Source: an optimization exercise on an open RTL-to-GDS flow (aim: small area, a short achievable clock period and few clock cycles per item). Production flows keep margins and buffers that such runs may drop. No functional check of the RTL was part of any run shown here.

## flow/design.v (module list and top-level ports; edited modules follow where they fit)
// module classifier_top: 1782 lines
module classifier_top (
  input wire clk,
  input wire rst,
  input wire [15:0] data_in0,
  input wire [15:0] data_in1,
  input wire [15:0] data_in2,
  input wire [15:0] data_in3,
  input wire [15:0] data_in4,
  input wire [15:0] data_in5,
  input wire [15:0] data_in6,
  input wire [15:0] data_in7,
  input wire [15:0] data_in8,
  input wire [15:0] data_in9,
  input wire [15:0] data_in10,
  input wire [15:0] data_in11,
  input wire [15:0] data_in12,
  input wire [15:0] data_in13,
  input wire [15:0] data_in14,
  input wire [15:0] data_in15,
  input wire in_valid,
  output logic in_ready,
  output logic signed [39:0] score,
  output logic [1:0] score_class,
  output logic score_valid,
  output logic score_last,
  output logic [1:0] best_class,
  input wire score_ready
);
  // ...
==> flow/run.sh <==
#!/bin/bash
# synth_recipe.tcl (not shown) runs the flow's synth.tcl, then flattens the netlist and writes it again
# the make line also repeats each setting of config.mk as NAME=value (left out here)
make -C /OpenROAD-flow-scripts/flow DESIGN_CONFIG=/design/flow/config.mk WORK_HOME=/design/flow/orfs CLKGATE_MAP_FILE= SYNTH_SCRIPT=/design/flow/synth_recipe.tcl finish
==> flow/config.mk <==
export PLATFORM = sky130hd
export DESIGN_NAME = classifier_top
export DESIGN_NICKNAME = classifier_top
export VERILOG_FILES = /design/flow/design.v
export SDC_FILE = /design/flow/constraint.sdc
export NUM_CORES = 4
export LEC_CHECK = 0
export CAP_MARGIN = 20
export CORE_MARGIN = 2
export CORE_UTILIZATION = 35
export SETUP_SLACK_MARGIN = 5
export SLEW_MARGIN = 20
==> flow/constraint.sdc <==
create_clock -name core_clock -period 9.0 [get_ports {clk}]
set_input_delay 1.8000 -clock core_clock [delete_from_list [all_inputs] [get_ports {clk}]]
set_output_delay 1.8000 -clock core_clock [all_outputs]
set_load 0.01 [all_outputs]
==> impl_results.rst, run 1 <==
.. list-table::
   :header-rows: 1

   * - Metric
     - Value
   * - Mux cell area share after synthesis
     - 0.001617
   * - Hold/Removal Path Class
     - flop to flop
   * - Final net count
     - 6163
   * - Layout filler cell count
     - 13.99k
   * - Met1 capacity usage during global routing
     - 0.2684
   * - Status
     - no timing/DRC/antenna violations
   * - TritonCTS clock tree
     - yes
   * - Final total negative setup slack
     - 0 ns
   * - Top Layer Used
     - met4
   * - Critical Path Sink Type
     - flop
   * - Highest net fanout along the worst path
     - 7
   * - Placed wire-length estimate after detailed placement
     - 106100 um
   * - Starting Density
     - 0.3519
   * - Clock latency on the worst-skew pair
     - 0.76 ns
   * - WL per Instance
     - 19.23 um
   * - Global-route congestion overflow total
     - 0
   * - Arrival time of the worst setup path
     - 4.62 ns
   * - Rel. slew slack
     - 0.2707
   * - Gate family responsible for the most delay along the worst path
     - adder cells
   * - Final worst slack
     - 4.888 ns
   * - Unrepaired setup endpoints after global routing
     - yes
   * - Total routed wirelength
     - 136500 um
   * - Largest registers
     - acc x320, hold x320, xr x256
   * - Depth of the critical timing path with buffers and inverters included
     - 15
   * - Fraction of met2 tracks used by global routing
     - 0.2833
   * - Data required time of the critical path
     - 9.51 ns
   * - CTS Buf Count
     - 111
   * - Hold Path End
     - dn1[0]
   * - Root buffer cell
     - sky130_fd_sc_hd__clkbuf_16
==> run 2, diff against run 1 <==
==> flow/flow/run.sh (new file) <==
#!/bin/bash
set -euo pipefail
export BUFFER_PORTS_ARGS="-buffer_cell sky130_fd_sc_hd__buf_1"
bash standard.sh > flow.log 2>&1
==> flow/standard.sh (new file) <==
#!/bin/bash
# synth_recipe.tcl (not shown) runs the flow's synth.tcl, then flattens the netlist and writes it again
# the make line also repeats each setting of config.mk as NAME=value (left out here)
make -C /OpenROAD-flow-scripts/flow DESIGN_CONFIG=/design/flow/config.mk WORK_HOME=/design/flow/orfs CLKGATE_MAP_FILE= SYNTH_SCRIPT=/design/flow/synth_recipe.tcl "${@:-finish}"
removed: flow/run.sh
==> run 2 against run 1 <==
Net effect: still clean on timing, DRC and antenna; wire length fell by 1.2%; fmax down 2.4%; worst hold slack improved by 0.011 ns; first-iteration DRC count up 2.5%; non-clock buffer count rose by 4; die area did not move; largest cell class unchanged.
==> impl_results.rst, run 2 <==
.. list-table::
   :header-rows: 1

   * - Metric
     - Value
   * - Launching element type of the critical path
     - flop
   * - Highest net fanout along the worst path
     - 7 (unchanged)
   * - Kind of critical path
     - flop to flop
   * - R2R setup slack
     - 4.79 ns
   * - Data required time of the critical path
     - 9.51 ns (about the same)
   * - Horizontal die dimension
     - 388.8 um
   * - Most used DFF post-synth
     - sky130_fd_sc_hd__dfxtp_1
   * - Post-synth top area share
     - 0.3901
   * - Final net count
     - 6167 (+0.065%)
   * - Leading area contributor after synthesis
     - sky130_fd_sc_hd__dfxtp_1
   * - Most area-consuming cells after synthesis
     - sky130_fd_sc_hd__dfxtp_1 39%, sky130_fd_sc_hd__fa_1 26%, sky130_fd_sc_hd__inv_1 6.8%
   * - Critical path cell sequence
     - ha_4, inv_2, fa_1, fa_2, inv_2, fa_1, ha_2, nor4_4, nand2_2, a21oi_4, a2111oi_4, a311oi_2, o21ai_4, o21a_2, buf_4
   * - Slowest stage cell, crit path
     - sky130_fd_sc_hd__fa_2
   * - Clock transition at path regs
     - 0.06 ns
   * - Met3 routing resource usage after global routing
     - 0.03888
   * - Crit-path max cell delay
     - 0.54 ns
   * - Transition time at the pin with the least slew margin
     - 1.100 ns
   * - Rel. slew slack
     - 0.2666 (-0.004086)
   * - Clock latency on the worst-skew pair
     - 0.75 ns (about the same)
   * - Root buffer cell
     - sky130_fd_sc_hd__clkbuf_16
   * - Tightest hold margin
     - 0.3703 ns
   * - Cells after synthesis
     - 4830
   * - Worst clock skew
     - 0.03573 ns
   * - Total core area
     - 147300 sq um
   * - Most used cells in the layout excluding fill and tap cells
     - 1006 x sky130_fd_sc_hd__dfxtp_1, 937 x sky130_fd_sc_hd__inv_1, 675 x sky130_fd_sc_hd__fa_1
   * - Fraction of met2 tracks used by global routing
     - 0.2707 (-0.01260)
   * - Total of max-cap violations
     - 0
   * - Mean area per synthesized cell
     - 10.73 sq um
   * - Capture point of the worst reg-to-reg path
     - best_val[21]
   * - Maximum count of clock buffers along a single path
     - 3
   * - Highest Clock Rate
     - 237.4 MHz
   * - Vias
     - 31.61k
   * - Synth cell count leaders
     - 1010 x sky130_fd_sc_hd__dfxtp_1, 945 x sky130_fd_sc_hd__inv_1, 677 x sky130_fd_sc_hd__fa_1
   * - Depth of the critical timing path with buffers and inverters included
     - 15 (unchanged)
   * - First-iteration detailed-routing DRC count
     - 2019
   * - Hold/Removal Path Class
     - flop to flop
   * - Via density
     - 4.446
   * - Final setup violation count
     - 0
   * - Number of synthesized flops with an enable pin
     - 76
   * - Number of rows in the core area
     - 141
   * - Total routed wirelength
     - 134900 um (-1.2%)
   * - Number of unique standard cell types used by synthesis
     - 65
   * - Setup crit end
     - best_val[21]
   * - Largest registers
     - acc x320, hold x320, xr x256
   * - Global-route usage over all layers
     - 0.1813
   * - Final critical-path share of the clock period
     - 0.4681
   * - CTS Sinks
     - 1110
   * - Arrival time of the worst setup path
     - 4.72 ns (+0.10 ns)
   * - Unrepaired setup endpoints after global routing
     - yes
   * - Share of cells above drive strength 1
     - 0.06216
   * - Post-layout minimum cycle time
     - 4.212 ns
   * - Gate family responsible for the most delay along the worst path
     - adder cells
   * - Endpoints failing hold
     - 0
   * - Starting Density
     - 0.3519 (unchanged)
   * - CTS Buf Count
     - 111 (unchanged)
   * - Weighted congestion reported at the end of routability-driven placement
     - 0.9160
   * - Die Height
     - 388.8 um
   * - H-tree Lvls
     - 3
   * - Maximum number of pins on one net before global-route repair
     - 151
   * - Number of warnings printed during yosys synthesis
     - 6
   * - Launch point of the critical path
     - dp0[5]
   * - Worst R2R Start
     - dp0[5]
   * - Layout filler cell count
     - 14.22k (+1.6%)
   * - Synth-to-layout area growth
     - 14.31%
   * - First-pass GRT wire length
     - 205200 um
   * - Global-route congestion overflow total
     - 0 (unchanged)
   * - Global route hottest layer
     - met2
   * - Met1 capacity usage during global routing
     - 0.2595 (-0.008921)
   * - Status
     - no timing/DRC/antenna violations
   * - Total standard cell area after synthesis
     - 51830 sq um
   * - Depth of the worst register-to-register path
     - 15
   * - Leading cell type in the layout, fill and taps excluded
     - sky130_fd_sc_hd__dfxtp_1
   * - Async set-or-reset flop fraction in the synthesized netlist
     - 0.02162
   * - Total Die Area
     - 151200 sq um
   * - Antenna violations before repair
     - 2
   * - First-pass iteration count of the detailed router
     - 5
   * - I/O pin count
     - 307
   * - Flip-flop and latch count after synthesis
     - 1110
   * - Slew Viols, Final
     - 0
   * - Count of antenna-violating nets left after detailed routing
     - 0
   * - Placed wire-length estimate after detailed placement
     - 106000 um (about the same)
   * - Final total negative setup slack
     - 0 ns (unchanged)
   * - DRC viols
     - 0
   * - Ant. Diodes
     - 0
   * - Share of the yosys chip area belonging to registers
     - 0.4458
   * - WL per Instance
     - 18.97 um (-1.3%)
   * - Syn Nets
     - 5912
   * - Critical path buffers and inverters
     - 3
   * - TritonCTS clock tree
     - yes
   * - Most instantiated library cell after synthesis
     - sky130_fd_sc_hd__dfxtp_1
   * - Number of global-route vias before repair
     - 33.66k
   * - Critical Path Sink Type
     - flop
   * - Port Buffer Count
     - 306
[run 2: cell counts after synthesis]
Identical to the previous run, type by type.
[run 2: cells by family after synthesis]
family                   count (synthesis)  synth area share
AO/OA/AOI/OAI                          375           0.04176
multiplexers                             8          0.001617
flip-flops                            1110            0.4458
other                                    1        0.00007235
AND/OR/NAND/NOR                       1325            0.1207
adder cells (fa/ha/maj)                822            0.2965
XOR/XNOR                                46          0.007773
buffers and inverters                 1143           0.08586
[run 2: area by class of cell]
cell class                 count  area (sq um)  share of cell area
multi-input combinational   2579         24680              0.4165
sequential                  1110         23110              0.3901
inverter                     945          3547             0.05987
clock buffer                 143          3143             0.05304
tap                         1930          2415             0.04076
timing repair buffer         338          1421             0.02399
clock inverter                65         932.1             0.01573
[run 2: worst min path at each step]
stage                startpoint     end  cells past startpoint
global placement    hold[13][0]  dn1[0]                      0
global route        hold[13][0]  dn1[0]                      0
CTS                 hold[13][0]  dn1[0]                      0
floorplan           hold[13][0]  dn1[0]                      0
detailed placement  hold[13][0]  dn1[0]                      0
finish              hold[13][0]  dn1[0]                      0
[run 2: repair_timing]
action / in CTS / in global routing
hold buffers: 0 / 0
gates resized for setup: 33 / 45
pin swaps: 31 / 20
buffers inserted: 6 / 5
cloned: 2 / 0
setup endpoints to repair: 36 / 151
[run 2: routing by layer]
metal	vias up	routed length, um
met1	15600	63820
met4	0	4374
met2	829	58210
li1	15020	-
met5	-	0
met3	169	8502
[run 2: through the flow]
stage	util	cell area (sq um)	setup slack, ns	std cells
after CTS	0.4005	59000	4.848	7105
after global placement	0.3714	54710	4.075	6889
after detailed placement	0.3714	54720	3.998	6889
final	0.4022	59250	4.788	7110
after global routing	0.4022	59250	4.656	7110
after floorplan	-	51840	5.128	4830

## what the ideal ports hide
The flow's constraints put no driver on any port. The routed layouts listed below were extracted and timed again, unchanged, in two steps.
Step 1 (the two cells are an assumption about what drives the block):
set clk [get_ports {clk}]
set_driving_cell -lib_cell sky130_fd_sc_hd__clkbuf_16 $clk
set_driving_cell -lib_cell sky130_fd_sc_hd__buf_2 [delete_from_list [all_inputs] $clk]
Step 2 adds t to the input delays and takes it off the output delays; t is the mean of the earliest and latest rising clock arrival at the registers after step 1. Input paths then give back, and output paths get back, about the clock's delay inside the block.
Slacks: ideal / step 1 / step 2; pairs: ideal / step 1.
run	t, ns	slack for setup (ns)	cell pins on the clock port's net
run 1	0.809	4.888 / 4.888 / 4.788	1
run 2	0.798	4.788 / 4.788 / 4.788	1
After both steps setup and hold are still met in every run listed. The setup slack of run 1, which loses most, moves by 0.000 ns with the drivers and by -0.100 ns with both steps.
